This design comes from an exercise in tuning for small area on the open sky130 flow, not from production work. Only simulation tests tie the RTL to the original design; equivalence was not proved. Power is estimated from default activity; no workload was simulated.

[flow/config.mk]
export PLATFORM = sky130hd
export DESIGN_NAME = rename_top
export DESIGN_NICKNAME = rename_top
export VERILOG_FILES = /design/flow/design.v
export SDC_FILE = /design/flow/constraint.sdc
export NUM_CORES = 4
export LEC_CHECK = 0
export CAP_MARGIN = 20
export CORE_MARGIN = 2
export CORE_UTILIZATION = 40
export SLEW_MARGIN = 20
[flow/constraint.sdc]
create_clock -name core_clock -period 7.0 [get_ports {clk}]
set_input_delay 1.4000 -clock core_clock [delete_from_list [all_inputs] [get_ports {clk}]]
set_output_delay 1.4000 -clock core_clock [all_outputs]
set_load 0.01 [all_outputs]
[flow/design.v]
package rename_pkg;
  localparam int ARCH_REGS = 32;
  localparam int PHYS_REGS = 64;
  localparam int AREG_W = 5;
  localparam int PREG_W = 6;
  localparam int SLOTS = 2;
  localparam int RQ_DEPTH = 16;
  localparam int RQ_PTR_W = 4;
  localparam int RQ_CNT_W = 5;
  localparam int FREE_CNT_W = 7;
  localparam logic [6:0] OPC_OP = 7'b0110011;
  localparam logic [6:0] OPC_IMM = 7'b0010011;
  typedef struct packed {
    logic [6:0] funct7;
    logic [4:0] rs2;
    logic [4:0] rs1;
    logic [2:0] funct3;
    logic [4:0] rd;
    logic [6:0] opcode;
  } insn_r_t;
  typedef struct packed {
    logic [11:0] imm12;
    logic [4:0] rs1;
    logic [2:0] funct3;
    logic [4:0] rd;
    logic [6:0] opcode;
  } insn_i_t;
  typedef union packed {
    insn_r_t r;
    insn_i_t i;
  } insn_word_t;
endpackage
import rename_pkg::*;
module insn_decode (
  input  logic clk,
  input  logic rst,
  input  logic in_valid,
  output logic in_ready,
  input  logic [rename_pkg::SLOTS-1:0] in_slot_en,
  input  logic [rename_pkg::SLOTS-1:0][31:0] in_insn,
  output logic dec_valid,
  input  logic dec_ready,
  output logic [rename_pkg::SLOTS-1:0] dec_slot_en,
  output logic [rename_pkg::SLOTS-1:0][rename_pkg::AREG_W-1:0] dec_rs1,
  output logic [rename_pkg::SLOTS-1:0][rename_pkg::AREG_W-1:0] dec_rs2,
  output logic [rename_pkg::SLOTS-1:0] dec_rs2_en,
  output logic [rename_pkg::SLOTS-1:0][rename_pkg::AREG_W-1:0] dec_rd,
  output logic [rename_pkg::SLOTS-1:0] dec_wr_en
);
  logic [SLOTS-1:0] is_op;
  logic [SLOTS-1:0] is_imm;
  logic [SLOTS-1:0] nxt_rs2_en;
  logic [SLOTS-1:0] nxt_wr_en;
  always_comb begin
    for (int s = 0; s < SLOTS; s++) begin
      is_op[s] = in_insn[s][6:0] == OPC_OP;
      is_imm[s] = in_insn[s][6:0] == OPC_IMM;
      nxt_rs2_en[s] = in_slot_en[s] && is_op[s];
      nxt_wr_en[s] = in_slot_en[s] && (is_op[s] || is_imm[s]) && (in_insn[s][11:7] != '0);
    end
  end
  assign in_ready = !dec_valid || dec_ready;
  always_ff @(posedge clk) begin
    if (rst) begin
      dec_valid <= 1'b0;
    end else if (in_ready) begin
      dec_valid <= in_valid;
    end
  end
  always_ff @(posedge clk) begin
    if (in_ready) begin
      dec_slot_en <= in_slot_en;
      dec_rs2_en <= nxt_rs2_en;
      dec_wr_en <= nxt_wr_en;
      for (int s = 0; s < SLOTS; s++) begin
        dec_rs1[s] <= in_insn[s][19:15];
        dec_rs2[s] <= in_insn[s][24:20];
        dec_rd[s] <= in_insn[s][11:7];
      end
    end
  end
endmodule
import rename_pkg::*;
module rename_map (
  input  logic clk,
  input  logic rst,
  input  logic [rename_pkg::SLOTS-1:0][rename_pkg::AREG_W-1:0] rs1,
  input  logic [rename_pkg::SLOTS-1:0][rename_pkg::AREG_W-1:0] rs2,
  input  logic [rename_pkg::SLOTS-1:0][rename_pkg::AREG_W-1:0] rd,
  input  logic [rename_pkg::SLOTS-1:0] wr_en,
  input  logic wr_fire,
  input  logic [rename_pkg::SLOTS-1:0][rename_pkg::PREG_W-1:0] new_preg,
  output logic [rename_pkg::SLOTS-1:0][rename_pkg::PREG_W-1:0] psrc1,
  output logic [rename_pkg::SLOTS-1:0][rename_pkg::PREG_W-1:0] psrc2,
  output logic [rename_pkg::SLOTS-1:0][rename_pkg::PREG_W-1:0] pold
);
  logic [ARCH_REGS-1:0][PREG_W-1:0] map_q;
  always_comb begin
    for (int s = 0; s < SLOTS; s++) begin
      psrc1[s] = map_q[rs1[s]];
      psrc2[s] = map_q[rs2[s]];
      pold[s] = map_q[rd[s]];
      for (int o = 0; o < s; o++) begin
        if (wr_en[o] && rd[o] == rs1[s]) psrc1[s] = new_preg[o];
        if (wr_en[o] && rd[o] == rs2[s]) psrc2[s] = new_preg[o];
        if (wr_en[o] && rd[o] == rd[s]) pold[s] = new_preg[o];
      end
    end
  end
  always_ff @(posedge clk) begin
    if (rst) begin
      for (int a = 0; a < ARCH_REGS; a++) begin
        map_q[a] <= PREG_W'(a);
      end
    end else if (wr_fire) begin
      for (int s = 0; s < SLOTS; s++) begin
        if (wr_en[s]) begin
          map_q[rd[s]] <= new_preg[s];
        end
      end
    end
  end
endmodule
import rename_pkg::*;
module free_list (
  input  logic clk,
  input  logic rst,
  input  logic alloc_fire,
  input  logic [rename_pkg::SLOTS-1:0] alloc_en,
  input  logic [rename_pkg::SLOTS-1:0] alloc_wr,
  input  logic [rename_pkg::SLOTS-1:0][rename_pkg::PREG_W-1:0] alloc_pold,
  output logic [rename_pkg::SLOTS-1:0][rename_pkg::PREG_W-1:0] alloc_preg,
  input  logic commit_fire,
  input  logic commit_two,
  output logic [rename_pkg::SLOTS-1:0] free_en,
  output logic [rename_pkg::SLOTS-1:0][rename_pkg::PREG_W-1:0] free_preg
);
  logic [RQ_DEPTH-1:0][PREG_W-1:0] ring_q;
  logic [RQ_DEPTH-1:0] wr_q;
  logic [RQ_PTR_W-1:0] free_ptr;
  logic [RQ_PTR_W-1:0] old_ptr;
  logic [RQ_PTR_W-1:0] free_ptr1;
  logic [RQ_PTR_W-1:0] old_ptr1;
  logic [RQ_PTR_W-1:0] slot1_ptr;
  assign free_ptr1 = free_ptr + RQ_PTR_W'(1);
  assign old_ptr1 = old_ptr + RQ_PTR_W'(1);
  assign slot1_ptr = alloc_en[0] ? free_ptr1 : free_ptr;
  assign alloc_preg[0] = ring_q[free_ptr];
  assign alloc_preg[1] = ring_q[slot1_ptr];
  assign free_preg[0] = ring_q[old_ptr];
  assign free_preg[1] = ring_q[old_ptr1];
  assign free_en[0] = commit_fire && wr_q[old_ptr];
  assign free_en[1] = commit_fire && commit_two && wr_q[old_ptr1];
  always_ff @(posedge clk) begin
    if (rst) begin
      free_ptr <= '0;
      old_ptr <= '0;
      for (int i = 0; i < RQ_DEPTH; i++) begin
        ring_q[i] <= PREG_W'(ARCH_REGS + i);
      end
    end else begin
      if (alloc_fire) begin
        if (alloc_wr[0]) ring_q[free_ptr] <= alloc_pold[0];
        if (alloc_wr[1]) ring_q[slot1_ptr] <= alloc_pold[1];
        free_ptr <= free_ptr + RQ_PTR_W'(alloc_en[0]) + RQ_PTR_W'(alloc_en[1]);
      end
      if (commit_fire) begin
        old_ptr <= commit_two ? old_ptr + RQ_PTR_W'(2) : old_ptr1;
      end
    end
  end
  always_ff @(posedge clk) begin
    if (alloc_fire) begin
      if (alloc_en[0]) wr_q[free_ptr] <= alloc_wr[0];
      if (alloc_en[1]) wr_q[slot1_ptr] <= alloc_wr[1];
    end
  end
endmodule
import rename_pkg::*;
module rename_stage (
  input  logic clk,
  input  logic rst,
  input  logic dec_valid,
  output logic dec_ready,
  input  logic [rename_pkg::SLOTS-1:0] dec_slot_en,
  input  logic [rename_pkg::SLOTS-1:0][rename_pkg::AREG_W-1:0] dec_rs1,
  input  logic [rename_pkg::SLOTS-1:0][rename_pkg::AREG_W-1:0] dec_rs2,
  input  logic [rename_pkg::SLOTS-1:0] dec_rs2_en,
  input  logic [rename_pkg::SLOTS-1:0][rename_pkg::AREG_W-1:0] dec_rd,
  input  logic [rename_pkg::SLOTS-1:0] dec_wr_en,
  input  logic rq_room,
  output logic dec_move,
  output logic ren_valid,
  input  logic ren_ready,
  output logic ren_fire,
  output logic [rename_pkg::SLOTS-1:0] ren_slot_en,
  output logic [rename_pkg::SLOTS-1:0] ren_src2_en,
  output logic [rename_pkg::SLOTS-1:0] ren_wr_en,
  output logic [rename_pkg::SLOTS-1:0][rename_pkg::AREG_W-1:0] r_rs1,
  output logic [rename_pkg::SLOTS-1:0][rename_pkg::AREG_W-1:0] r_rs2,
  output logic [rename_pkg::SLOTS-1:0][rename_pkg::AREG_W-1:0] r_rd
);
  logic out_free;
  assign out_free = !ren_valid || ren_ready;
  assign dec_ready = out_free && rq_room;
  assign dec_move = dec_valid && dec_ready;
  assign ren_fire = ren_valid && ren_ready;
  always_ff @(posedge clk) begin
    if (rst) begin
      ren_valid <= 1'b0;
    end else if (out_free) begin
      ren_valid <= dec_move;
    end
  end
  always_ff @(posedge clk) begin
    if (out_free) begin
      ren_slot_en <= dec_slot_en;
      ren_src2_en <= dec_rs2_en;
      ren_wr_en <= dec_wr_en;
      r_rs1 <= dec_rs1;
      r_rs2 <= dec_rs2;
      r_rd <= dec_rd;
    end
  end
endmodule
import rename_pkg::*;
module retire_queue (
  input  logic clk,
  input  logic rst,
  input  logic push_fire,
  input  logic [rename_pkg::SLOTS-1:0] push_en,
  output logic room,
  input  logic commit_valid,
  input  logic commit_two,
  output logic commit_ready,
  output logic commit_fire
);
  logic [RQ_CNT_W-1:0] count_q;
  logic [RQ_CNT_W-1:0] num_push;
  logic [RQ_CNT_W-1:0] num_pop;
  assign num_push = RQ_CNT_W'(push_en[0]) + RQ_CNT_W'(push_en[1]);
  assign room = count_q + num_push <= RQ_CNT_W'(RQ_DEPTH);
  assign commit_ready = (count_q != '0) && (!commit_two || count_q != RQ_CNT_W'(1));
  assign commit_fire = commit_valid && commit_ready;
  assign num_pop = commit_fire ? (commit_two ? RQ_CNT_W'(2) : RQ_CNT_W'(1)) : '0;
  always_ff @(posedge clk) begin
    if (rst) begin
      count_q <= '0;
    end else begin
      count_q <= count_q + (push_fire ? num_push : '0) - num_pop;
    end
  end
endmodule
import rename_pkg::*;
module rename_top (
  input  logic clk,
  input  logic rst,
  input  logic in_valid,
  output logic in_ready,
  input  logic [rename_pkg::SLOTS-1:0] in_slot_en,
  input  logic [rename_pkg::SLOTS-1:0][31:0] in_insn,
  output logic ren_valid,
  input  logic ren_ready,
  output logic [rename_pkg::SLOTS-1:0] ren_slot_en,
  output logic [rename_pkg::SLOTS-1:0][rename_pkg::PREG_W-1:0] ren_pdst,
  output logic [rename_pkg::SLOTS-1:0][rename_pkg::PREG_W-1:0] ren_psrc1,
  output logic [rename_pkg::SLOTS-1:0][rename_pkg::PREG_W-1:0] ren_psrc2,
  output logic [rename_pkg::SLOTS-1:0] ren_src2_en,
  output logic [rename_pkg::SLOTS-1:0][rename_pkg::PREG_W-1:0] ren_pold,
  output logic [rename_pkg::SLOTS-1:0] ren_wr_en,
  input  logic commit_valid,
  input  logic commit_two,
  output logic commit_ready,
  output logic [rename_pkg::SLOTS-1:0] freed_en,
  output logic [rename_pkg::SLOTS-1:0][rename_pkg::PREG_W-1:0] freed_preg
);
  logic dec_valid;
  logic dec_ready;
  logic dec_move;
  logic [SLOTS-1:0] dec_slot_en;
  logic [SLOTS-1:0][AREG_W-1:0] dec_rs1;
  logic [SLOTS-1:0][AREG_W-1:0] dec_rs2;
  logic [SLOTS-1:0] dec_rs2_en;
  logic [SLOTS-1:0][AREG_W-1:0] dec_rd;
  logic [SLOTS-1:0] dec_wr_en;
  logic ren_fire;
  logic [SLOTS-1:0][AREG_W-1:0] r_rs1;
  logic [SLOTS-1:0][AREG_W-1:0] r_rs2;
  logic [SLOTS-1:0][AREG_W-1:0] r_rd;
  logic rq_room;
  logic commit_fire;
  insn_decode u_insn_decode (
    .clk(clk), .rst(rst),
    .in_valid(in_valid), .in_ready(in_ready),
    .in_slot_en(in_slot_en), .in_insn(in_insn),
    .dec_valid(dec_valid), .dec_ready(dec_ready),
    .dec_slot_en(dec_slot_en), .dec_rs1(dec_rs1), .dec_rs2(dec_rs2),
    .dec_rs2_en(dec_rs2_en), .dec_rd(dec_rd), .dec_wr_en(dec_wr_en)
  );
  rename_stage u_rename_stage (
    .clk(clk), .rst(rst),
    .dec_valid(dec_valid), .dec_ready(dec_ready),
    .dec_slot_en(dec_slot_en), .dec_rs1(dec_rs1), .dec_rs2(dec_rs2),
    .dec_rs2_en(dec_rs2_en), .dec_rd(dec_rd), .dec_wr_en(dec_wr_en),
    .rq_room(rq_room), .dec_move(dec_move),
    .ren_valid(ren_valid), .ren_ready(ren_ready), .ren_fire(ren_fire),
    .ren_slot_en(ren_slot_en), .ren_src2_en(ren_src2_en), .ren_wr_en(ren_wr_en),
    .r_rs1(r_rs1), .r_rs2(r_rs2), .r_rd(r_rd)
  );
  rename_map u_rename_map (
    .clk(clk), .rst(rst),
    .rs1(r_rs1), .rs2(r_rs2), .rd(r_rd),
    .wr_en(ren_wr_en), .wr_fire(ren_fire), .new_preg(ren_pdst),
    .psrc1(ren_psrc1), .psrc2(ren_psrc2), .pold(ren_pold)
  );
  free_list u_free_list (
    .clk(clk), .rst(rst),
    .alloc_fire(ren_fire), .alloc_en(ren_slot_en), .alloc_wr(ren_wr_en),
    .alloc_pold(ren_pold), .alloc_preg(ren_pdst),
    .commit_fire(commit_fire), .commit_two(commit_two),
    .free_en(freed_en), .free_preg(freed_preg)
  );
  retire_queue u_retire_queue (
    .clk(clk), .rst(rst),
    .push_fire(dec_move), .push_en(dec_slot_en),
    .room(rq_room),
    .commit_valid(commit_valid), .commit_two(commit_two),
    .commit_ready(commit_ready), .commit_fire(commit_fire)
  );
endmodule
[flow/run.sh]
#!/bin/bash
# synth_recipe.tcl (not shown) runs the flow's synth.tcl, then flattens the netlist and writes it again
# the make line also repeats each setting of config.mk as NAME=value (left out here)
make -C /OpenROAD-flow-scripts/flow DESIGN_CONFIG=/design/flow/config.mk WORK_HOME=/design/flow/orfs CLKGATE_MAP_FILE= SYNTH_SCRIPT=/design/flow/synth_recipe.tcl finish
==> flow_summary.toml, run 1 <==
[global_routing]
grt_max_degree = 66
grt_overflow_total = 0
grtUsageTotal_pct = 51.40
antenna_found_initial = 29
grt_pass1_wl_mm = 362.7
grt_pass1_vias = 42050

[floorplanning]
initial_utilization_pct = 40.34
fp.dieH_um = 318.8
die_w_um = 318.8
core_mm2 = 0.09828
num_rows = 115
die-area_mm2 = 0.1016
io_pins = 143

[clocking]
cts_buffers = 53
htree_levels = 2
cts_tree = "yes"
cts-resized-gates = 0
cts_buffer_depth = 3
clkLatencyLatePin_ns = 0.71
clockRootBuffer = "clkbuf_16"
clk_pin_slew_ns = 0.06
post_cts_buffers = 0
postCtsHoldBufs = 0
cts_sinks = 391

[worst_setup_path]
end_kind = "output pin"
start_kind = "register"
crit_buf_inv = 2
required_ns = 5.60
path_cells = "xor2_1, nor4_1, nand2_1, o2111ai_1, o21ai_1, buf_4, clkdlybuf4s50_1"
timing.rr.start = "u_free_list.free_ptr[0]"
max_stage_delay_ns = 1.17
ff2ff_setup_slack_ns = 0.93
r2r-end = "u_free_list.ring_q[70]"
worstSetupPathType = "register to output pin"
path_max_fanout = 10
crit_family = "simple AND/OR/NAND/NOR gates"
ff2ff_path_depth = 17
worstPathArrival_ns = 5.35
slowest_stage = "edfxtp_1"

[finish]
fin_area_mm2 = 0.04565
fin_util_pct = 46.45
final-instance-count-excl-fill = 5952
fin_nets = 4739
fill_cells = 9642
drive_gt1_share_pct = 21.29
area_growth_pct = 15.16

[placed_design]
placed_cells = 5837
hpwl_mm = 205.1
postPlaceCellArea_mm2 = 0.04377
io_buffers = 122
place.gp.congestion = 1.118

[timing]
min_period_ns = 6.746
grt_setup_unrepaired = "false"
drv_slew = 0
hold_viol = 0
finalSetupTns_ns = 0
setup_viol = 0
skew_ns = 0.04202
fmax_mhz = 148.2
period_share_pct = 96.38
tightest_slew_ns = 1.300
relSlewSlack_pct = 12.66
whs_ns = 0.4099

[synth]
synth_top_area_share_pct = 22.67
yosys-top-cells-count = "478 x nand2_1, 399 x mux4_2, 379 x nor2_1, 309 x a21oi_1, 303 x dfxtp_1"
yosysMostFrequentCell = "nand2_1"
synth_top_area_cell = "mux4_2"
syn_avg_cell_area_um2 = 8.845
synth_ff_type = "dfxtp_1"
synthTopCellsByArea = "mux4_2 23%, dfxtp_1 15%, edfxtp_1 6.7%, nand2_1 4.5%, a21oi_1 3.9%"
synth-async-reset-ratio_pct = 0
yosys_warnings = 5
synthDistinctLibCells = 104
netlist_instances = 4482
synth_nets = 4615
ys_ff_latch = 391
seq_area_frac_synth_pct = 21.97
synthesis.area_mm2 = 0.03964
synth_edf_count = 88

[min_path]
worstHoldStart = "u_insn_decode.dec_rd[5]"
min_to = "u_rename_stage.r_rd[5]"
hold_depth = 0
hp-class = "register to register"

[pwr]
p_per_area_mw_per_mm2 = 277.6
p_leak_nw = 15.21
ir_drop_v = 0.0002684

[routing]
dr_total_vias = 46950
viasPerCell = 7.889
drtIter0Drc = 8925
wirelength_mm = 269.9
routedWlPerCell_um = 45.35
drt-pass1-iter-count = 9
ant_nets = 0
drc_errors = 0

[outcome]
status = "no timing/DRC/antenna violations"

[flow_run]
cap_violations = 0
## sequential cells by signal, indices dropped and copies added, names as in the netlist, 4 cells and up
register / flops
u_rename_stage.r_rd: 10
u_rename_stage.r_rs2: 10
u_free_list.wr_q: 16
u_free_list.ring_q: 96
u_rename_map.map_q: 192
u_retire_queue.count_q: 5
u_insn_decode.dec_rs2: 10
u_rename_stage.r_rs1: 10
u_free_list.free_ptr: 4
u_insn_decode.dec_rd: 10
u_free_list.old_ptr: 4
u_insn_decode.dec_rs1: 10
## metal layers
metal | share of wire [%] | up-vias | track usage (%)
li1 | - | 18050 | -
met1 | 38 | 23440 | 67.88
met2 | 36 | 4555 | 63.66
met3 | 19 | 874 | 32.11
met4 | 5.9 | 34 | 24.94
met5 | 0.23 | - | 1.939
## power breakdown
part | total (mW) | internal (mW) | switching (mW)
Sequential | 2.78 | 2.46 | 0.312
Clock | 3.02 | 1.72 | 1.30
Combinational | 6.88 | 2.09 | 4.79
Total | 12.7 | 6.27 | 6.40
## worst reg2reg max path: stages, from the launching register on
cell,delay (ns)
dfxtp_2,0.79
clkinv_1,0.22
ha_1,0.34
mux2_2,0.17
buf_4,0.25
inv_1,0.10
fa_1,0.40
xor2_1,0.65
nand3_2,0.18
nor2_1,0.16
ha_1,0.31
nor2b_1,0.23
nor2b_2,0.49
nand3_1,0.30
a21boi_0,0.34
o21a_1,0.26
a211oi_1,0.65
nor2_1,0.10
## through the flow
| step | total power, mW | setup WS, ns |
|---|---|---|
| final | 12.67 | 0.2537 |
| after CTS | 12.16 | 0.6845 |
| after global placement | 9.184 | 1.454 |
| after global routing | 12.71 | 0.4335 |
| after floorplan | 6.073 | 1.658 |
| after detailed placement | 9.186 | 1.360 |
## placed cells by master (no fill, tap or decap), drive strengths merged, types with 18 or more instances in the layout
| cell | netlist | routed |
|---|---|---|
| o2bb2ai | 25 | 25 |
| nand3 | 196 | 196 |
| dfxtp | 303 | 303 |
| clkdlybuf4s50 | 0 | 121 |
| a32oi | 37 | 37 |
| a2111oi | 19 | 19 |
| a221oi | 64 | 64 |
| a211oi | 28 | 28 |
| a2bb2oi | 18 | 18 |
| a22oi | 139 | 139 |
| a31oi | 104 | 104 |
| nand4 | 53 | 53 |
| a22o | 61 | 61 |
| o22ai | 43 | 43 |
| nor2b | 35 | 35 |
| nand2 | 478 | 478 |
| mux2i | 133 | 133 |
| o211ai | 37 | 37 |
| o21ai | 290 | 290 |
| a21oi | 310 | 310 |
| inv | 66 | 70 |
| nor4 | 31 | 31 |
| clkbuf | 275 | 66 |
| ha | 53 | 53 |
| clkinv | 7 | 25 |
| edfxtp | 88 | 88 |
| a21o | 29 | 29 |
| mux4 | 399 | 399 |
| and2 | 47 | 47 |
| o221ai | 18 | 18 |
| nand2b | 34 | 34 |
| or3 | 21 | 21 |
| mux2 | 27 | 27 |
| nor3 | 112 | 112 |
| and3 | 32 | 32 |
| o31ai | 32 | 32 |
| nor2 | 381 | 381 |
| xor2 | 20 | 20 |
| buf | 117 | 340 |
| xnor2 | 42 | 42 |
## worst max path at each step
stage                            start                     end  slack, ns  depth (start not counted)
2_1_floorplan  u_free_list.free_ptr[0]  u_free_list.ring_q[59]       1.66                         24
3_3_place_gp    u_rename_stage.r_rd[1]             ren_pold[6]       1.45                          7
3_5_place_dp   u_free_list.free_ptr[0]  u_free_list.ring_q[70]       1.36                         17
4_1_cts         u_rename_stage.r_rd[1]             ren_pold[6]       0.68                          7
5_1_grt         u_rename_stage.r_rd[1]             ren_pold[6]       0.43                          7
6_report        u_rename_stage.r_rd[1]             ren_pold[6]       0.25                          7
## layout make-up
class | instances | area [µm²] | share of cell area, %
Multi-Input combinational cell | 3626 | 29350 | 64.29
Sequential cell | 391 | 8716 | 19.09
Timing Repair Buffer | 461 | 3859 | 8.453
Tap cell | 1287 | 1610 | 3.527
Clock buffer | 66 | 1405 | 3.078
Clock inverter | 32 | 390.4 | 0.8551
Inverter | 73 | 282.8 | 0.6194
Antenna cell | 16 | 40.04 | 0.08770
## cells by family (layout without fill, tap and decap cells)
kind of cell               count (synthesis)  count (layout)  synth area share, %
buffers and inverters                    465             632                4.867
other                                      0              16                    0
xor gates and xnor gates                  65              65                1.588
AOI/OAI and AO/OA                       1447            1447                24.94
and+or+nand+nor                         1494            1494                17.73
DFF                                      391             391                21.97
adders and majority gates                 61              61                2.077
muxes                                    559             559                26.83
==> run 2, diff against run 1 <==
--- a/flow/design.v
+++ b/flow/design.v
@@ -96,4 +96,7 @@
 );
   logic [ARCH_REGS-1:0][PREG_W-1:0] map_q;
+  logic [ARCH_REGS-1:1][PREG_W-1:0] map_r;
+  assign map_q[0] = '0;
+  assign map_q[ARCH_REGS-1:1] = map_r;
   always_comb begin
     for (int s = 0; s < SLOTS; s++) begin
@@ -108,13 +111,24 @@
     end
   end
+  logic [SLOTS-1:0][PREG_W-1:0] wd_zero;
+  logic [SLOTS-1:0][PREG_W-1:0] wd_one;
+  logic [ARCH_REGS-1:1] we_any;
+  logic [ARCH_REGS-1:1] we_last;
+  always_comb begin
+    for (int s = 0; s < SLOTS; s++) begin
+      wd_zero[s] = rst ? '0 : new_preg[s];
+      wd_one[s] = rst ? '1 : new_preg[s];
+    end
+    for (int a = 1; a < ARCH_REGS; a++) begin
+      we_last[a] = wr_en[1] && rd[1] == AREG_W'(a);
+      we_any[a] = rst || (wr_fire && (we_last[a] || (wr_en[0] && rd[0] == AREG_W'(a))));
+    end
+  end
   always_ff @(posedge clk) begin
-    if (rst) begin
-      for (int a = 0; a < ARCH_REGS; a++) begin
-        map_q[a] <= PREG_W'(a);
-      end
-    end else if (wr_fire) begin
-      for (int s = 0; s < SLOTS; s++) begin
-        if (wr_en[s]) begin
-          map_q[rd[s]] <= new_preg[s];
+    for (int a = 1; a < ARCH_REGS; a++) begin
+      if (we_any[a]) begin
+        for (int b = 0; b < PREG_W; b++) begin
+          if (a & (1 << b)) map_r[a][b] <= we_last[a] ? wd_one[1][b] : wd_one[0][b];
+          else map_r[a][b] <= we_last[a] ? wd_zero[1][b] : wd_zero[0][b];
         end
       end
@@ -136,42 +150,96 @@
   output logic [rename_pkg::SLOTS-1:0][rename_pkg::PREG_W-1:0] free_preg
 );
-  logic [RQ_DEPTH-1:0][PREG_W-1:0] ring_q;
-  logic [RQ_DEPTH-1:0] wr_q;
+  localparam int HALF = RQ_DEPTH / 2;
+  localparam int HPTR_W = RQ_PTR_W - 1;
+  logic [1:0][HALF-1:0][PREG_W:0] bank_q;
   logic [RQ_PTR_W-1:0] free_ptr;
   logic [RQ_PTR_W-1:0] old_ptr;
-  logic [RQ_PTR_W-1:0] free_ptr1;
-  logic [RQ_PTR_W-1:0] old_ptr1;
-  logic [RQ_PTR_W-1:0] slot1_ptr;
-  assign free_ptr1 = free_ptr + RQ_PTR_W'(1);
-  assign old_ptr1 = old_ptr + RQ_PTR_W'(1);
-  assign slot1_ptr = alloc_en[0] ? free_ptr1 : free_ptr;
-  assign alloc_preg[0] = ring_q[free_ptr];
-  assign alloc_preg[1] = ring_q[slot1_ptr];
-  assign free_preg[0] = ring_q[old_ptr];
-  assign free_preg[1] = ring_q[old_ptr1];
-  assign free_en[0] = commit_fire && wr_q[old_ptr];
-  assign free_en[1] = commit_fire && commit_two && wr_q[old_ptr1];
+  logic [1:0][HPTR_W-1:0] f_rows;
+  logic [1:0][HPTR_W-1:0] o_rows;
+  logic [1:0][PREG_W:0] f_bank;
+  logic [1:0][PREG_W:0] o_bank;
+  logic [1:0][PREG_W:0] f_pair;
+  logic [1:0][PREG_W:0] o_pair;
+  assign f_rows[0] = free_ptr[RQ_PTR_W-1:1] + HPTR_W'(free_ptr[0]);
+  assign f_rows[1] = free_ptr[RQ_PTR_W-1:1];
+  assign o_rows[0] = old_ptr[RQ_PTR_W-1:1] + HPTR_W'(old_ptr[0]);
+  assign o_rows[1] = old_ptr[RQ_PTR_W-1:1];
+  always_comb begin
+    for (int b = 0; b < 2; b++) begin
+      f_bank[b] = bank_q[b][f_rows[b]];
+      o_bank[b] = bank_q[b][o_rows[b]];
+    end
+    f_pair[0] = free_ptr[0] ? f_bank[1] : f_bank[0];
+    f_pair[1] = free_ptr[0] ? f_bank[0] : f_bank[1];
+    o_pair[0] = old_ptr[0] ? o_bank[1] : o_bank[0];
+    o_pair[1] = old_ptr[0] ? o_bank[0] : o_bank[1];
+  end
+  assign alloc_preg[0] = f_pair[0][PREG_W-1:0];
+  assign alloc_preg[1] = alloc_en[0] ? f_pair[1][PREG_W-1:0] : f_pair[0][PREG_W-1:0];
+  assign free_preg[0] = o_pair[0][PREG_W-1:0];
+  assign free_preg[1] = o_pair[1][PREG_W-1:0];
+  assign free_en[0] = commit_fire && o_pair[0][PREG_W];
+  assign free_en[1] = commit_fire && commit_two && o_pair[1][PREG_W];
+  logic [1:0] e_take;
+  logic [1:0] e_wr;
+  logic [1:0][PREG_W-1:0] e_pold;
+  always_comb begin
+    e_take[0] = alloc_en[0] || alloc_en[1];
+    e_wr[0] = alloc_en[0] ? alloc_wr[0] : alloc_wr[1];
+    e_pold[0] = alloc_en[0] ? alloc_pold[0] : alloc_pold[1];
+    e_take[1] = alloc_en[0] && alloc_en[1];
+    e_wr[1] = alloc_wr[1];
+    e_pold[1] = alloc_pold[1];
+  end
+  logic [1:0] b_take;
+  logic [1:0] b_wr;
+  logic [1:0][PREG_W-1:0] b_pold;
+  always_comb begin
+    for (int b = 0; b < 2; b++) begin
+      b_take[b] = alloc_fire && (free_ptr[0] == b[0] ? e_take[0] : e_take[1]);
+      b_wr[b] = free_ptr[0] == b[0] ? e_wr[0] : e_wr[1];
+      b_pold[b] = free_ptr[0] == b[0] ? e_pold[0] : e_pold[1];
+    end
+  end
   always_ff @(posedge clk) begin
     if (rst) begin
       free_ptr <= '0;
       old_ptr <= '0;
-      for (int i = 0; i < RQ_DEPTH; i++) begin
-        ring_q[i] <= PREG_W'(ARCH_REGS + i);
-      end
     end else begin
       if (alloc_fire) begin
-        if (alloc_wr[0]) ring_q[free_ptr] <= alloc_pold[0];
-        if (alloc_wr[1]) ring_q[slot1_ptr] <= alloc_pold[1];
         free_ptr <= free_ptr + RQ_PTR_W'(alloc_en[0]) + RQ_PTR_W'(alloc_en[1]);
       end
       if (commit_fire) begin
-        old_ptr <= commit_two ? old_ptr + RQ_PTR_W'(2) : old_ptr1;
+        old_ptr <= old_ptr + (commit_two ? RQ_PTR_W'(2) : RQ_PTR_W'(1));
+      end
+    end
+  end
+  logic [1:0][PREG_W-1:0] wd_zero;
+  logic [1:0][PREG_W-1:0] wd_one;
+  logic [1:0][HALF-1:0] row_we;
+  logic [1:0][HALF-1:0] row_take;
+  always_comb begin
+    for (int b = 0; b < 2; b++) begin
+      wd_zero[b] = rst ? '0 : b_pold[b];
+      wd_one[b] = rst ? '1 : b_pold[b];
+      for (int r = 0; r < HALF; r++) begin
+        row_take[b][r] = b_take[b] && f_rows[b] == HPTR_W'(r);
+        row_we[b][r] = rst || (row_take[b][r] && b_wr[b]);
       end
     end
   end
   always_ff @(posedge clk) begin
-    if (alloc_fire) begin
-      if (alloc_en[0]) wr_q[free_ptr] <= alloc_wr[0];
-      if (alloc_en[1]) wr_q[slot1_ptr] <= alloc_wr[1];
+    for (int b = 0; b < 2; b++) begin
+      for (int r = 0; r < HALF; r++) begin
+        if (row_we[b][r]) begin
+          for (int i = 0; i < PREG_W; i++) begin
+            if ((ARCH_REGS + 2 * r + b) & (1 << i)) bank_q[b][r][i] <= wd_one[b][i];
+            else bank_q[b][r][i] <= wd_zero[b][i];
+          end
+        end
+        if (row_take[b][r]) begin
+          bank_q[b][r][PREG_W] <= b_wr[b];
+        end
+      end
     end
   end
--- a/flow/config.mk
+++ b/flow/config.mk
@@ -8,4 +8,5 @@
 export CAP_MARGIN = 20
 export CORE_MARGIN = 2
-export CORE_UTILIZATION = 40
+export CORE_UTILIZATION = 60
 export SLEW_MARGIN = 20
+export SYNTH_HIERARCHICAL = 1
==> run 2 against run 1 <==
Against the previous run: synthesized cell count is 54% lower; worst setup slack gained 0.13 ns; register-to-register slack better by 1.6 ns; sequential power is 23% higher; flip-flop and latch count decreased by 6; combinational power decreased by about 40%; clock-buffer cell count fell by 8; core utilization grew 21 points; hold slack gained 0.0061 ns; first-iteration DRC count shrank 60%; clock power fell by 21%; critical endpoint is now ren_psrc2[6].
==> flow_summary.toml, run 2 <==
[timing]
grt_setup_unrepaired = "false"
finalSetupTns_ns = 0
fmax_mhz = 151.2
relSlewSlack_pct = 20.08
skew_ns = 0.01632
min_period_ns = 6.615
tightest_slew_ns = 1.193
period_share_pct = 94.50
hold_viol = 0
drv_slew = 0
setup_viol = 0

[synth]
seq_area_frac_synth_pct = 41.73
yosys-top-cells-count = "370 x edfxtp_1, 305 x mux4_2, 160 x mux2i_1, 112 x nor2_1, 111 x clkbuf_1"
yosysMostFrequentCell = "edfxtp_1"
netlist_instances = 2082
synth_edf_count = 370
synth-async-reset-ratio_pct = 0
synthDistinctLibCells = 85
synth_top_area_cell = "edfxtp_1"
synthesis.area_mm2 = 0.02735
synth_top_area_share_pct = 40.63
syn_avg_cell_area_um2 = 13.14
yosys_warnings = 11
synth_nets = 2177
synthTopCellsByArea = "edfxtp_1 41%, mux4_2 25%, mux2i_1 5.9%, mux2_2 2.6%, a21oi_1 2.0%"
ys_ff_latch = 385
synth_ff_type = "edfxtp_1"

[global_routing]
grtUsageMet2_pct = 64.48
grt_max_degree = 92
grtUsageMet3_pct = 16.57
grt_pass1_vias = 20600
gr-usage-met1_pct = 51.53
grt_overflow_total = 0
grtUsageTotal_pct = 43.02
antenna_found_initial = 1
grt_busiest_layer = "met2"
grt_pass1_wl_mm = 142.2

[routing]
drtIter0Drc = 3577
routedWlPerCell_um = 36.60
drt-pass1-iter-count = 8
dr_total_vias = 21180
ant_nets = 0
wirelength_mm = 100.6
viasPerCell = 7.709
drc_errors = 0

[floorplanning]
die_w_um = 217.5
core_mm2 = 0.04519
initial_utilization_pct = 60.52
num_rows = 78
fp.dieH_um = 217.5
io_pins = 143
die-area_mm2 = 0.04730

[finish]
largest_register_ffs = 186
fin_area_mm2 = 0.03053
final_common_cell = "edfxtp_1"
area_growth_pct = 11.63
reg_top3 = "u_rename_map.map_r x186, u_free_list.bank_q x112"
drive_gt1_share_pct = 25.96
fin_nets = 2206
fill_cells = 3244
layout_common_cells = "370 x edfxtp_1, 305 x mux4_2, 160 x mux2i_1"
largest-register = "u_rename_map.map_r"

[clocking]
cts_tree = "yes"
clkLatencyLatePin_ns = 0.59
clockRootBuffer = "clkbuf_16"
htree_levels = 2
postCtsHoldBufs = 0
cts-resized-gates = 0
cts_buffers = 44
post_cts_buffers = 0
clk_pin_slew_ns = 0.06
cts_sinks = 385
cts_buffer_depth = 3

[pwr]
p_per_area_mw_per_mm2 = 326.0
p_leak_nw = 10.43
ir_drop_v = 0.0002556

[flow_run]
cap_violations = 0

[placed_design]
io_buffers = 122
postPlaceCellArea_mm2 = 0.02901
place.gp.congestion = 1.001
hpwl_mm = 67.18

[worst_setup_path]
required_ns = 5.60
end_kind = "output pin"
worstPathArrival_ns = 5.21
path_max_fanout = 23
start_kind = "register"
worstSetupPathType = "register to output pin"

[min_path]
hp-class = "register to register"

[outcome]
status = "no timing/DRC/antenna violations"
[run 2: cell count changes after synthesis, moves of 49 or more]
cell	previous run	this run
nand2_1	478	108
mux4_2	399	305
clkbuf_1	275	111
a21oi_1	309	107
edfxtp_1	88	370
a31oi_1	104	10
a221oi_1	63	14
dfxtp_1	303	15
nor2_1	379	112
nand3_1	194	19
o21ai_0	283	82
a22oi_1	139	15
[run 2: metrics by stage]
stage	worst slack [ns]	cells	hold slack [ns]	util [%]	total power, mW
floorplan	2.653	2082	0.4003	-	5.854
global placement	1.239	2664	0.4005	64.18	7.354
detailed placement	1.239	2665	0.4045	64.21	7.433
CTS	0.5918	2746	0.4162	67.52	9.812
global route	0.3410	2747	0.4205	67.56	10.22
finish	0.3850	2748	0.4160	67.56	9.954
[run 2: final timing paths]
kind	startpoint	endpoint	slack [ns]	cells past startpoint
worst max-delay path	u_free_list.free_ptr[1]	ren_psrc2[6]	0.39	9
worst max register to register	u_free_list.free_ptr[1]	u_rename_map.map_r[14]	2.57	7
worst min-delay path	u_insn_decode.dec_rs1[9]	u_rename_stage.r_rs1[9]	0.42	0
worst min register to register	u_insn_decode.dec_rs1[9]	u_rename_stage.r_rs1[9]	0.42	0
[run 2: cells by family after synthesis]
family / count (synthesis) / share of synthesized area (%)
buffers and inverters: 244 / 3.958
XOR/XNOR: 26 / 0.9288
AND/OR/NAND/NOR: 500 / 9.105
AO/OA/AOI/OAI: 363 / 8.519
flip-flops: 385 / 41.73
multiplexers: 539 / 34.50
adder cells (fa/ha/maj): 25 / 1.263
[run 2: layout make-up]
cell class,count,area [µm²],share of cell area (%)
multi-input combinational,1453,14890,48.78
sequential,385,11410,37.38
timing repair buffer,195,1849,6.058
clock buffer,58,1226,4.017
tap,600,750.7,2.459
clock inverter,23,271.5,0.8894
inverter,32,120.1,0.3935
antenna,2,5.005,0.01639
[run 2: where the power goes]
group | leakage (nW) | switching [mW] | internal [mW] | total, mW
Sequential | 3.76 | 0.415 | 2.99 | 3.41
Clock | 0.718 | 0.981 | 1.42 | 2.40
Combinational | 5.95 | 2.23 | 1.91 | 4.14
[run 2: worst max-delay path: stages, from the launching register on]
cell and delay, ns:
dfxtp_1 0.82, ha_1 0.85, mux4_1 0.42, mux2_2 0.19
nor2_1 0.06, a21oi_2 0.64, buf_4 0.32, nor2_1 0.07
a31oi_1 0.57, clkdlybuf4s50_1 0.66
[run 2: metal layers]
| metal | wire length (µm) | share of wire [%] |
|---|---|---|
| met5 | 0 | 0 |
| met4 | 8388 | 8.3 |
| met1 | 32260 | 32 |
| met2 | 44870 | 45 |
| met3 | 15060 | 15 |
[run 2: Yosys stat by module, one instance, submodules excluded, excerpt]
module,cells inside,cell area [µm²],times used,flip-flops and latches
rename_map,1483,18010,1,186
free_list,444,6454,1,120
insn_decode,53,1197,1,37
rename_stage,43,1152,1,37
retire_queue,59,535.5,1,5
==> run 3, diff against run 2 <==
--- a/flow/config.mk
+++ b/flow/config.mk
@@ -9,4 +9,7 @@
 export CORE_MARGIN = 2
 export CORE_UTILIZATION = 60
+export CTS_BUF_LIST = sky130_fd_sc_hd__clkbuf_8
+export CTS_CLUSTER_DIAMETER = 60
+export CTS_CLUSTER_SIZE = 16
 export SLEW_MARGIN = 20
 export SYNTH_HIERARCHICAL = 1
==> run 3 against run 2 <==
Against the previous run: clock skew up 0.013 ns; routed wire length down 0.38%; first-iteration DRC count down 1.1%; global-route usage down 0.094 points; clock power down 37%; total power down 9.1%; combinational power about the same; core utilization down 1.6 points; area after synthesis unchanged; worst setup slack worse by 0.0093 ns; sequential power about the same; critical path type unchanged; largest power group unchanged.
==> flow_summary.toml, run 3 <==
[outcome]
status = "no timing/DRC/antenna violations"

[worst_setup_path]
worstSetupPathType = "register to output pin"
worstPathArrival_ns = 5.22
required_ns = 5.60
end_kind = "output pin"
start_kind = "register"
path_max_fanout = 23

[routing]
routedWlPerCell_um = 36.63
drc_errors = 0
dr_total_vias = 21090
wirelength_mm = 100.2
drt-pass1-iter-count = 7
ant_nets = 0
viasPerCell = 7.707
drtIter0Drc = 3537

[finish]
largest-register = "u_rename_map.map_r"
fin_nets = 2201
area_growth_pct = 8.986
fin_area_mm2 = 0.02980
largest_register_ffs = 186
final_common_cell = "edfxtp_1"
layout_common_cells = "370 x edfxtp_1, 305 x mux4_2, 160 x mux2i_1"
drive_gt1_share_pct = 25.81
fin_util_pct = 65.96
reg_top3 = "u_rename_map.map_r x186, u_free_list.bank_q x112"

[flow_run]
cap_violations = 0

[floorplanning]
fp.dieH_um = 217.5
io_pins = 143
die-area_mm2 = 0.04730
initial_utilization_pct = 60.52
num_rows = 78
core_mm2 = 0.04519
die_w_um = 217.5

[synth]
synth_nets = 2177
synth_top_area_share_pct = 40.63
syn_avg_cell_area_um2 = 13.14
synth_ff_type = "edfxtp_1"
ys_ff_latch = 385
synthDistinctLibCells = 85
yosys_warnings = 11
synthTopCellsByArea = "edfxtp_1 41%, mux4_2 25%, mux2i_1 5.9%, mux2_2 2.6%, a21oi_1 2.0%"
yosys-top-cells-count = "370 x edfxtp_1, 305 x mux4_2, 160 x mux2i_1, 112 x nor2_1, 111 x clkbuf_1"
yosysMostFrequentCell = "edfxtp_1"
synth_edf_count = 370
synthesis.area_mm2 = 0.02735
netlist_instances = 2082
synth-async-reset-ratio_pct = 0
seq_area_frac_synth_pct = 41.73
synth_top_area_cell = "edfxtp_1"

[global_routing]
antenna_found_initial = 0
grt_pass1_vias = 20490
grt_overflow_total = 0
grt_pass1_wl_mm = 141.8
grtUsageTotal_pct = 42.92
grt_max_degree = 92

[pwr]
ir_drop_v = 0.0001811
total_power_mw = 9.046
p_leak_nw = 10.12
p_per_area_mw_per_mm2 = 303.5

[timing]
relSlewSlack_pct = 16.17
hold_viol = 0
drv_slew = 0
finalSetupTns_ns = 0
fmax_mhz = 151.0
tightest_slew_ns = 1.253
grt_setup_unrepaired = "false"
min_period_ns = 6.624
setup_viol = 0
period_share_pct = 94.63
skew_ns = 0.02952

[clocking]
clockRootBuffer = "clkbuf_8"
clk_pin_slew_ns = 0.09
cts_buffer_depth = 3
post_cts_buffers = 0
postCtsHoldBufs = 0
clkLatencyLatePin_ns = 0.67
cts_tree = "yes"
cts_buffers = 39
htree_levels = 2
cts_sinks = 385
cts-resized-gates = 0

[min_path]
hp-class = "register to register"

[placed_design]
io_buffers = 122
hpwl_mm = 67.18
postPlaceCellArea_mm2 = 0.02901
place.gp.congestion = 1.001
==> run 3: cell families (layout without fill, tap and decap cells) <==
kind of cell             after synthesis  count (layout)  synth area share, %
buffers and inverters                244             297                3.958
adder cells (fa/ha/maj)               25              25                1.263
flip-flops                           385             385                41.73
AND/OR/NAND/NOR                      500             500                9.105
AO/OA/AOI/OAI                        363             363                8.519
other                                  0               1                    0
multiplexers                         539             539                34.50
XOR/XNOR                              26              26               0.9288
==> run 3: worst max-delay path, cell delays in order, from the launching register on <==
cell and delay, ns:
dfxtp_1 0.84, ha_1 0.85, mux4_1 0.42, mux2_2 0.19, nor2_1 0.06, a21oi_2 0.65, buf_4 0.32, nor2_1 0.07
a31oi_1 0.51, clkdlybuf4s50_1 0.65
==> run 3: per-module statistics from Yosys (local to each module, per instance), a selection <==
module | cell area, µm² | flops+latches | cells inside
rename_map | 18010 | 186 | 1483
retire_queue | 535.5 | 5 | 59
insn_decode | 1197 | 37 | 53
free_list | 6454 | 120 | 444
rename_stage | 1152 | 37 | 43
==> run 3: metrics by stage <==
step | hold slack, ns | worst slack, ns | cells
floorplan | 0.4003 | 2.653 | 2082
global placement | 0.4005 | 1.239 | 2664
detailed placement | 0.4045 | 1.239 | 2665
CTS | 0.3969 | 0.5099 | 2735
global route | 0.4124 | 0.2563 | 2735
finish | 0.4135 | 0.3758 | 2736
==> run 3: power breakdown <==
part | switching, mW | internal [mW]
Clock | 0.924 | 0.582
Combinational | 2.23 | 1.91
Sequential | 0.414 | 2.99
Total | 3.57 | 5.48
==> run 3: final cells by class <==
cell class / count / area (µm²)
clock buffer: 40 / 550.5
tap: 600 / 750.7
timing repair buffer: 195 / 1849
fill: 3324 / 15380
sequential: 385 / 11410
multi-input combinational: 1453 / 14890
clock inverter: 30 / 229.0
antenna: 1 / 2.502
inverter: 32 / 120.1
==> run 3: final timing paths <==
check / startpoint / endpoint / slack (ns) / cells past startpoint
worst max-delay path: u_free_list.free_ptr[1] / ren_psrc2[6] / 0.38 / 9
worst min-delay path: u_insn_decode.dec_rs1[7] / u_rename_stage.r_rs1[7] / 0.41 / 0
worst max register to register: u_free_list.free_ptr[1] / u_rename_map.map_r[140] / 2.52 / 7
worst min register to register: u_insn_decode.dec_rs1[7] / u_rename_stage.r_rs1[7] / 0.41 / 0
==> run 3: routing by layer <==
layer	GRT usage (%)	routed length, µm
met1	52.02	32340
met2	64.94	44880
met3	15.70	14610
met4	28.01	8327
met5	0.9375	59
==> run 4, diff against run 3 <==
==> flow/flow/run.sh (new file) <==
#!/bin/bash
set -euo pipefail
bash standard.sh \
  "BUFFER_PORTS_ARGS=-buffer_cell sky130_fd_sc_hd__buf_1" \
  "CTS_ARGS=-sink_clustering_enable -repair_clock_nets -dont_use_dummy_load -buf_list sky130_fd_sc_hd__clkbuf_8 -sink_clustering_size 16 -sink_clustering_max_diameter 60" \
  "RECOVER_POWER=100" \
  finish > flow_make.log 2>&1
==> flow/standard.sh (new file) <==
#!/bin/bash
# synth_recipe.tcl (not shown) runs the flow's synth.tcl, then flattens the netlist and writes it again
# the make line also repeats each setting of config.mk as NAME=value (left out here)
make -C /OpenROAD-flow-scripts/flow DESIGN_CONFIG=/design/flow/config.mk WORK_HOME=/design/flow/orfs CLKGATE_MAP_FILE= SYNTH_SCRIPT=/design/flow/synth_recipe.tcl "${@:-finish}"
--- a/flow/config.mk
+++ b/flow/config.mk
@@ -9,7 +9,4 @@
 export CORE_MARGIN = 2
 export CORE_UTILIZATION = 60
-export CTS_BUF_LIST = sky130_fd_sc_hd__clkbuf_8
-export CTS_CLUSTER_DIAMETER = 60
-export CTS_CLUSTER_SIZE = 16
 export SLEW_MARGIN = 20
 export SYNTH_HIERARCHICAL = 1
removed: flow/run.sh
==> run 4 against run 3 <==
Against the previous run: critical endpoint is now ren_pold[10]; critical path type unchanged; the layout now fails its checks (capacitance limit, slew limit); hold slack got worse by 0.015 ns; total power fell by 6.5%; maximum frequency rose by 5.4%.
==> flow_summary.toml, run 4 <==
[outcome]
status = "finished with violations"
so_faults = "capacitance limit, slew limit"

[pwr]
p_leak_nw = 9.501
ir_drop_v = 0.0001945
total_power_mw = 8.456
p_per_area_mw_per_mm2 = 295.9

[finish]
multi_input_area_mm2 = 0.01484
largest-register = "u_rename_map.map_r"
reg_top3 = "u_rename_map.map_r x186, u_free_list.bank_q x112"
largest_register_ffs = 186
fill_cells = 3525
regArea_mm2 = 0.01141
final_common_cell = "edfxtp_1"
drive_gt1_share_pct = 22.30
fin_util_pct = 63.25
area_growth_pct = 4.507
layout_common_cells = "370 x edfxtp_1, 305 x mux4_2, 160 x mux2i_1"
fin_nets = 2191

[clocking]
clkLatencyLatePin_ns = 0.68
cts_sinks = 385
cts_buffer_depth = 3
cts-resized-gates = 0
clk_pin_slew_ns = 0.10
clockRootBuffer = "clkbuf_8"
cts_buffers = 37
postCtsHoldBufs = 0
htree_levels = 2
cts_tree = "yes"
post_cts_buffers = 0

[timing]
tightest_slew_ns = 2.201
fmax_mhz = 159.1
setup_viol = 0
period_share_pct = 89.80
min_period_ns = 6.286
grt_setup_unrepaired = "false"
drv_slew = 189
whs_ns = 0.3985
hold_viol = 0
relSlewSlack_pct = -46.71
skew_ns = 0.08484
finalSetupTns_ns = 0

[synth]
netlist_instances = 2082
yosys-top-cells-count = "370 x edfxtp_1, 305 x mux4_2, 160 x mux2i_1, 112 x nor2_1, 111 x clkbuf_1"
yosysMostFrequentCell = "edfxtp_1"
synth_top_area_share_pct = 40.63
synth_edf_count = 370
synth_nets = 2177
synth_ff_type = "edfxtp_1"
syn_avg_cell_area_um2 = 13.14
yosys_warnings = 11
ys_ff_latch = 385
synthesis.area_mm2 = 0.02735
synth-async-reset-ratio_pct = 0
synth_top_area_cell = "edfxtp_1"
synthDistinctLibCells = 85
seq_area_frac_synth_pct = 41.73
synthTopCellsByArea = "edfxtp_1 41%, mux4_2 25%, mux2i_1 5.9%, mux2_2 2.6%, a21oi_1 2.0%"

[routing]
drtIter0Drc = 3350
wirelength_mm = 98.87
ant_nets = 0
routedWlPerCell_um = 36.67
drt-pass1-iter-count = 7
dr_total_vias = 20960
viasPerCell = 7.773
drc_errors = 0

[floorplanning]
initial_utilization_pct = 60.52
die_w_um = 217.5
io_pins = 143
die-area_mm2 = 0.04730
core_mm2 = 0.04519
fp.dieH_um = 217.5
num_rows = 78

[worst_setup_path]
required_ns = 5.60
ff2ff_setup_slack_ns = 1.91
path_max_fanout = 23
start_kind = "register"
end_kind = "output pin"
slowest_stage = "clkbuf_1"
worstPathArrival_ns = 4.89
max_stage_delay_ns = 1.07
path_cells = "ha_1, mux4_2, mux2_1, nor2_1, a21oi_1, clkbuf_1, nand2_1, o31ai_1, buf_1"
worstSetupPathType = "register to output pin"

[global_routing]
grtUsageTotal_pct = 42.43
grt_pass1_vias = 20060
antenna_found_initial = 1
grt_pass1_wl_mm = 140.6
grt_max_degree = 146
grt_overflow_total = 0

[min_path]
hp-class = "register to register"

[placed_design]
place.gp.congestion = 0.9906
hpwl_mm = 67.30
io_buffers = 122

[flow_run]
cap_violations = 8
[run 4: per-stage QoR]
stage               area (µm²)  setup slack (ns)  std cells
floorplan                27350             2.653       2082
global placement         28130             1.880       2655
detailed placement       28160             1.837       2656
CTS                      28670             1.151       2693
global route             28570            0.5090       2694
finish                   28580            0.7142       2696
[run 4: cells by family (layout without fill, tap and decap cells)]
family / count (synthesis) / in the layout / synth area share, %
compound gates: 363 / 363 / 8.519
xor+xnor: 26 / 26 / 0.9288
fa+ha+maj: 25 / 25 / 1.263
buf+inv: 244 / 256 / 3.958
flops: 385 / 385 / 41.73
mux: 539 / 539 / 34.50
other cells: 0 / 2 / 0
simple gates: 500 / 500 / 9.105
[run 4: worst max-delay path, delay by kind of cell, from the launching register on]
| family | cells | cell delay, ns |
|---|---|---|
| buffers and inverters | 2 | 1.29 |
| flip-flops | 1 | 0.84 |
| adder cells (fa/ha/maj) | 1 | 0.80 |
| AO/OA/AOI/OAI | 2 | 0.60 |
| multiplexers | 2 | 0.56 |
| AND/OR/NAND/NOR | 2 | 0.17 |
[run 4: where the power goes]
| part | internal (mW) | leakage, nW | switching (mW) |
|---|---|---|---|
| Sequential | 2.99 | 3.76 | 0.409 |
| Clock | 0.473 | 0.266 | 0.757 |
| Combinational | 1.62 | 5.47 | 2.21 |
[run 4: Yosys stat by module (local to each module, per instance), a selection]
module        cells inside  area, µm²  copies in the design  flops+latches
free_list              444       6454                     1            120
retire_queue            59      535.5                     1              5
insn_decode             53       1197                     1             37
rename_map            1483      18010                     1            186
rename_stage            43       1152                     1             37
[run 4: cell type report]
type                    count  area share (%)
multi-input cells        1453           51.94
repair buffers            187           3.283
diodes                      2         0.01751
inverters                  32          0.4203
flip-flops and latches    385           39.93
well taps                 600           2.627
clock buffers              37           1.782
[run 4: per-layer routing]
| metal | vias to the layer above | track usage (%) | share of wire (%) |
|---|---|---|---|
| met3 | 456 | 12.37 | 13 |
| li1 | 8379 | - | - |
| met4 | 0 | 28.26 | 8.5 |
| met1 | 10360 | 53.94 | 34 |
| met5 | - | 0 | 0 |
| met2 | 1763 | 63.73 | 44 |
[run 4: final timing paths]
kind	depth (start not counted)	end	startpoint
worst max-delay path	9	ren_pold[10]	u_free_list.free_ptr[1]
worst min-delay path	0	u_rename_stage.r_rd[5]	u_insn_decode.dec_rd[5]
worst max register to register	10	u_free_list.bank_q[25]	u_free_list.free_ptr[1]
worst min register to register	0	u_rename_stage.r_rd[5]	u_insn_decode.dec_rd[5]
==> run 5, diff against run 4 <==
==> flow/flow/run.sh (replaced) <==
#!/bin/bash
set -euo pipefail
bash standard.sh \
  "BUFFER_PORTS_ARGS=-buffer_cell sky130_fd_sc_hd__buf_1" \
  "CTS_ARGS=-sink_clustering_enable -repair_clock_nets -dont_use_dummy_load -buf_list sky130_fd_sc_hd__clkbuf_8 -sink_clustering_size 16 -sink_clustering_max_diameter 60" \
  finish > flow_make.log 2>&1
==> run 5 against run 4 <==
Against the previous run: largest power group unchanged; core utilization rose by 0.32 points; first-iteration DRC count grew 0.72%; combinational power increased by 1%; cell count up 0.11%; critical endpoint is now ren_psrc2[7]; hold slack better by 0.0023 ns; the run now finishes clean.
==> flow_summary.toml, run 5 <==
[global_routing]
antenna_found_initial = 2
grt_pass1_vias = 20060
grt_pass1_wl_mm = 140.6
grt_overflow_total = 0
grtUsageTotal_pct = 42.43
grt_max_degree = 146

[synth]
syn_avg_cell_area_um2 = 13.14
synth_edf_count = 370
synthesis.area_mm2 = 0.02735
synth-async-reset-ratio_pct = 0
synth_ff_type = "edfxtp_1"
yosysMostFrequentCell = "edfxtp_1"
synthTopCellsByArea = "edfxtp_1 41%, mux4_2 25%, mux2i_1 5.9%, mux2_2 2.6%, a21oi_1 2.0%"
seq_area_frac_synth_pct = 41.73
synth_nets = 2177
synth_top_area_cell = "edfxtp_1"
synthDistinctLibCells = 85
ys_ff_latch = 385
yosys_warnings = 11
netlist_instances = 2082
yosys-top-cells-count = "370 x edfxtp_1, 305 x mux4_2, 160 x mux2i_1, 112 x nor2_1, 111 x clkbuf_1"
synth_top_area_share_pct = 40.63

[timing]
whs_ns = 0.4008
fin_ws_ns = 1.144
fmax_mhz = 170.8
period_share_pct = 83.66
drv_slew = 0
min_period_ns = 5.856
tightest_slew_ns = 1.228
grt_setup_unrepaired = "false"
hold_viol = 0
skew_ns = 0.08781
setup_viol = 0
relSlewSlack_pct = 16.02
finalSetupTns_ns = 0

[outcome]
status = "no timing/DRC/antenna violations"

[floorplanning]
die-area_mm2 = 0.04730
num_rows = 78
core_mm2 = 0.04519
initial_utilization_pct = 60.52
die_w_um = 217.5
fp.dieH_um = 217.5
io_pins = 143

[clocking]
cts_sinks = 385
post_cts_buffers = 0
postCtsHoldBufs = 0
clk_pin_slew_ns = 0.10
cts-resized-gates = 0
clkLatencyLatePin_ns = 0.69
htree_levels = 2
clockRootBuffer = "clkbuf_8"
cts_tree = "yes"
cts_buffers = 37
cts_buffer_depth = 3

[placed_design]
hpwl_mm = 67.30
place.gp.congestion = 0.9906
postPlaceCellArea_mm2 = 0.02816
preCtsSetupSlack_ns = 1.837
io_buffers = 122

[min_path]
hold_depth = 0
hp-class = "register to register"

[finish]
reg_top3 = "u_rename_map.map_r x186, u_free_list.bank_q x112"
largest_register_ffs = 186
layout_common_cells = "370 x edfxtp_1, 305 x mux4_2, 160 x mux2i_1"
largest-register = "u_rename_map.map_r"
final_common_cell = "edfxtp_1"
regArea_mm2 = 0.01141
multi_input_area_mm2 = 0.01490
fin_area_mm2 = 0.02872
drive_gt1_share_pct = 24.74
area_growth_pct = 5.028
fin_nets = 2191
fill_cells = 3489

[pwr]
p_per_area_mw_per_mm2 = 296.4
p_leak_nw = 9.603
ir_drop_v = 0.0001940

[routing]
drt-pass1-iter-count = 6
ant_nets = 0
viasPerCell = 7.774
drc_errors = 0
routedWlPerCell_um = 36.66
drtIter0Drc = 3374
dr_total_vias = 20980
wirelength_mm = 98.94

[worst_setup_path]
end_kind = "output pin"
worstSetupPathType = "register to output pin"
ff2ff_path_depth = 7
path_common_cell = "nor2_1"
max_stage_delay_ns = 0.86
worstPathArrival_ns = 4.46
slowest_stage = "dfxtp_1"
required_ns = 5.60
start_kind = "register"
path_cells = "ha_1, mux4_1, mux2_2, nor2_1, a21oi_2, buf_4, nor2_1, a31oi_1, buf_1"
path_max_fanout = 23

[flow_run]
cap_violations = 0
[run 5: changes by cell type in the layout (fill, tap and decap cells not counted), sizes merged]
cell	change
buf	+18
clkbuf	-18
diode	+3
[run 5: worst max-delay path, delay by kind of cell, from the launching register on]
family	cells	cell delay, ns
AO/OA/AOI/OAI	2	0.82
multiplexers	2	0.58
flip-flops	1	0.86
buffers and inverters	2	0.63
adder cells (fa/ha/maj)	1	0.80
AND/OR/NAND/NOR	2	0.12
[run 5: cell families (layout without fill, tap and decap cells)]
family,Yosys count,count (layout),synth area share [%]
compound gates,363,363,8.519
xor+xnor,26,26,0.9288
fa+ha+maj,25,25,1.263
buf+inv,244,256,3.958
flops,385,385,41.73
mux,539,539,34.50
other cells,0,5,0
simple gates,500,500,9.105
[run 5: final cells by class]
cell class | count | share of cell area, %
repair buffers | 187 | 3.533
clock buffers | 37 | 1.773
well taps | 600 | 2.614
inverters | 32 | 0.4182
multi-input cells | 1453 | 51.89
flip-flops and latches | 385 | 39.73
diodes | 5 | 0.04356
[run 5: power breakdown]
group / switching [mW] / internal, mW
Clock: 0.760 / 0.473
Combinational: 2.23 / 1.66
Sequential: 0.411 / 2.99
Total: 3.40 / 5.11
[run 5: path summary, 6_finish.rpt]
path	startpoint	endpoint	slack [ns]
max	u_free_list.free_ptr[1]	ren_psrc2[7]	1.14
min	u_insn_decode.dec_rd[5]	u_rename_stage.r_rd[5]	0.40
max reg2reg	u_free_list.free_ptr[1]	u_rename_map.map_r[140]	2.58
min reg2reg	u_insn_decode.dec_rd[5]	u_rename_stage.r_rd[5]	0.40
[run 5: routing by layer]
layer	wire length, µm	share of wire [%]	vias to the layer above	track usage, %
met5	0	0	-	0
li1	-	-	8385	-
met1	33250	34	10370	53.94
met4	8103	8.2	0	28.26
met2	43800	44	1774	63.73
met3	13790	14	453	12.37
[run 5: through the flow]
stage / total power [mW] / util (%) / instances
3_3_place_gp: 7.087 / 62.26 / 2655
3_5_place_dp: 7.176 / 62.33 / 2656
5_1_grt: 8.771 / 63.54 / 2694
4_1_cts: 8.379 / 63.45 / 2693
6_report: 8.514 / 63.57 / 2699
2_1_floorplan: 5.854 / - / 2082
[run 5: Yosys stat by module, one instance, submodules excluded, a selection]
module        flops+latches  cell area, µm²  copies in the design  cells
retire_queue              5           535.5                     1     59
insn_decode              37            1197                     1     53
rename_stage             37            1152                     1     43
rename_map              186           18010                     1   1483
free_list               120            6454                     1    444
==> run 6, diff against run 5 <==
--- a/flow/config.mk
+++ b/flow/config.mk
@@ -9,4 +9,5 @@
 export CORE_MARGIN = 2
 export CORE_UTILIZATION = 60
+export PLACE_DENSITY = 0.75
 export SLEW_MARGIN = 20
 export SYNTH_HIERARCHICAL = 1
==> run 6 against run 5 <==
Against the previous run: still clean; sequential power hardly changed; design area is 0.45% lower; via count is 1.0% higher; flip-flop and latch count stayed put; sequential share of layout area is 0.18 points higher; core utilization is 0.29 points lower; cell count is 0.41% lower; maximum frequency is 2.8% higher; non-clock buffer count is 7 lower; critical path depth is 1 higher; critical path type unchanged.
==> flow_summary.toml, run 6 <==
[finish]
fin_area_mm2 = 0.02859
final-instance-count-excl-fill = 2688
largest_register_ffs = 186
final_common_cell = "edfxtp_1"
fill_cells = 3426
fin_util_pct = 63.28
layout_common_cells = "370 x edfxtp_1, 305 x mux4_2, 160 x mux2i_1"
largest-register = "u_rename_map.map_r"
reg_top3 = "u_rename_map.map_r x186, u_free_list.bank_q x112"
fin_nets = 2183
area_growth_pct = 4.557
drive_gt1_share_pct = 24.30

[clocking]
cts_sinks = 385
post_cts_buffers = 0
cts_tree = "yes"
postCtsHoldBufs = 0
cts_buffer_depth = 3
clockRootBuffer = "clkbuf_8"
cts-resized-gates = 0
cts_buffers = 36
clkLatencyLatePin_ns = 0.67
htree_levels = 2
clk_pin_slew_ns = 0.09

[synth]
synthMuxAreaShare_pct = 34.50
synth-compound-area-share_pct = 8.519
synth_edf_count = 370
netlist_instances = 2082
synth_nets = 2177
synthesis.area_mm2 = 0.02735
synth_top_family_by_area = "multiplexers"
ys_ff_latch = 385
syn_avg_cell_area_um2 = 13.14
synth-adder-area-share_pct = 1.263
synth_top_area_share_pct = 40.63
synth-xor-area-share_pct = 0.9288
synthTopCellsByArea = "edfxtp_1 41%, mux4_2 25%, mux2i_1 5.9%, mux2_2 2.6%, a21oi_1 2.0%"
synthDistinctLibCells = 85
synth_ff_type = "edfxtp_1"
yosys-top-cells-count = "370 x edfxtp_1, 305 x mux4_2, 160 x mux2i_1, 112 x nor2_1, 111 x clkbuf_1"
synth-simple-area-share_pct = 9.105
seq_area_frac_synth_pct = 41.73
yosys_warnings = 11
yosysMostFrequentCell = "edfxtp_1"
synth-async-reset-ratio_pct = 0
synth_top_area_cell = "edfxtp_1"

[worst_setup_path]
start_kind = "register"
worstSetupPathType = "register to output pin"
worstPathArrival_ns = 4.30
end_kind = "output pin"
path_max_fanout = 24
required_ns = 5.60

[timing]
fmax_mhz = 175.6
grt_setup_unrepaired = "false"
whs_ns = 0.4015
tightest_slew_ns = 1.331
drv_slew = 0
hold_viol = 0
setup_viol = 0
period_share_pct = 81.38
skew_ns = 0.07613
min_period_ns = 5.696
relSlewSlack_pct = 11.30
fin_ws_ns = 1.304
finalSetupTns_ns = 0

[global_routing]
grt_pass1_vias = 20270
grtUsageTotal_pct = 41.44
grt_pass1_wl_mm = 138.6
grt_max_degree = 100
antenna_found_initial = 3
grt_overflow_total = 0

[placed_design]
postPlaceCellArea_mm2 = 0.02807
io_buffers = 122
preCtsSetupSlack_ns = 2.065
placed_cells = 2650
place.gp.congestion = 1.041
hpwl_mm = 67.06

[floorplanning]
die-area_mm2 = 0.04730
num_rows = 78
fp.dieH_um = 217.5
initial_utilization_pct = 60.52
die_w_um = 217.5
io_pins = 143
core_mm2 = 0.04519

[outcome]
status = "no timing/DRC/antenna violations"

[routing]
drt-pass1-iter-count = 7
ant_nets = 0
wirelength_mm = 97.03
routedWlPerCell_um = 36.10
drc_errors = 0
dr_total_vias = 21200
viasPerCell = 7.888
drtIter0Drc = 3992

[min_path]
hp-class = "register to register"

[pwr]
p_leak_nw = 9.544
ir_drop_v = 0.0002118
total_power_mw = 8.516
p_per_area_mw_per_mm2 = 297.8

[flow_run]
cap_violations = 0
-- run 6: cell counts after synthesis --
Identical to the previous run, type by type.
-- run 6: report_power, final --
part	internal, mW	switching, mW
Sequential	2.99	0.435
Combinational	1.64	2.23
Clock	0.461	0.761
-- run 6: cell type report --
class | count | area [µm²] | share of cell area (%)
diodes | 2 | 5.005 | 0.01750
clock buffers | 36 | 495.5 | 1.733
inverters | 32 | 120.1 | 0.4201
multi-input cells | 1453 | 14900 | 52.11
flip-flops and latches | 385 | 11410 | 39.91
well taps | 600 | 750.7 | 2.625
repair buffers | 180 | 909.6 | 3.181
-- run 6: logic make-up (layout without fill, tap and decap cells) --
group / Yosys count / in the layout
xor+xnor: 26 / 26
mux: 539 / 539
compound gates: 363 / 363
other cells: 0 / 2
simple gates: 500 / 500
fa+ha+maj: 25 / 25
buf+inv: 244 / 248
flops: 385 / 385
-- run 6: worst max-delay path, cell delays in order (launching register included) --
cell and delay, ns:
dfxtp_1 0.31, buf_4 0.23, ha_1 0.93, mux4_1 0.42, mux2_2 0.18, nor2_1 0.05
a21oi_2 0.83, buf_4 0.36, nand2_1 0.07, o41ai_1 0.09, buf_1 0.20
-- run 6: worst paths after layout --
check	slack [ns]	start	endpoint	cells past startpoint
min	0.40	u_insn_decode.dec_rs1[9]	u_rename_stage.r_rs1[9]	0
max	1.30	u_free_list.free_ptr[0]	ren_psrc1[7]	10
max reg2reg	2.65	u_free_list.free_ptr[0]	u_rename_map.map_r[63]	8
min reg2reg	0.40	u_insn_decode.dec_rs1[9]	u_rename_stage.r_rs1[9]	0
-- run 6: modules after synthesis, one instance, submodules excluded, excerpt --
module        cell area, µm²  cells inside  copies in the design  flip-flops and latches
insn_decode             1197            53                     1                      37
rename_map             18010          1483                     1                     186
rename_stage            1152            43                     1                      37
free_list               6454           444                     1                     120
retire_queue           535.5            59                     1                       5
-- run 6: per-layer routing --
metal  vias to the layer above  share of wire [%]  global-route usage (%)
li1                       8367                  -                       -
met3                       493                 17                   16.67
met4                         2                8.6                   27.95
met1                     10370                 32                   51.39
met5                         -              0.023                       0
met2                      1971                 43                   59.97

==> what the ideal ports hide <==
The results above use ideal ports. As a check the final layouts listed here were re-extracted and re-timed, cells and wires unchanged.
Step 1 (the two cells are an assumption about what drives the block):
set clk [get_ports {clk}]
set_driving_cell -lib_cell sky130_fd_sc_hd__clkbuf_16 $clk
set_driving_cell -lib_cell sky130_fd_sc_hd__buf_2 [delete_from_list [all_inputs] $clk]
Step 2 moves the port delays by t, midway between the first and last clock arrival at a register: inputs arrive t later, outputs are due t later. That takes back most of the time a late clock gives input paths.
Slacks: ideal ports / drivers / drivers and shift; pairs: ideal ports / drivers.
run	t (ns)	setup slack, ns	worst data-port slew with drivers (ns)
run 1	0.761	0.254 / 0.184 / 0.929	0.09
run 2	0.644	0.385 / 0.323 / 0.967	0.06
run 3	0.714	0.376 / 0.318 / 1.032	0.06
run 4	0.690	0.714 / 0.659 / 1.349	0.05
run 5	0.695	1.144 / 1.089 / 1.784	0.05
run 6	0.679	1.304 / 1.252 / 1.931	0.06
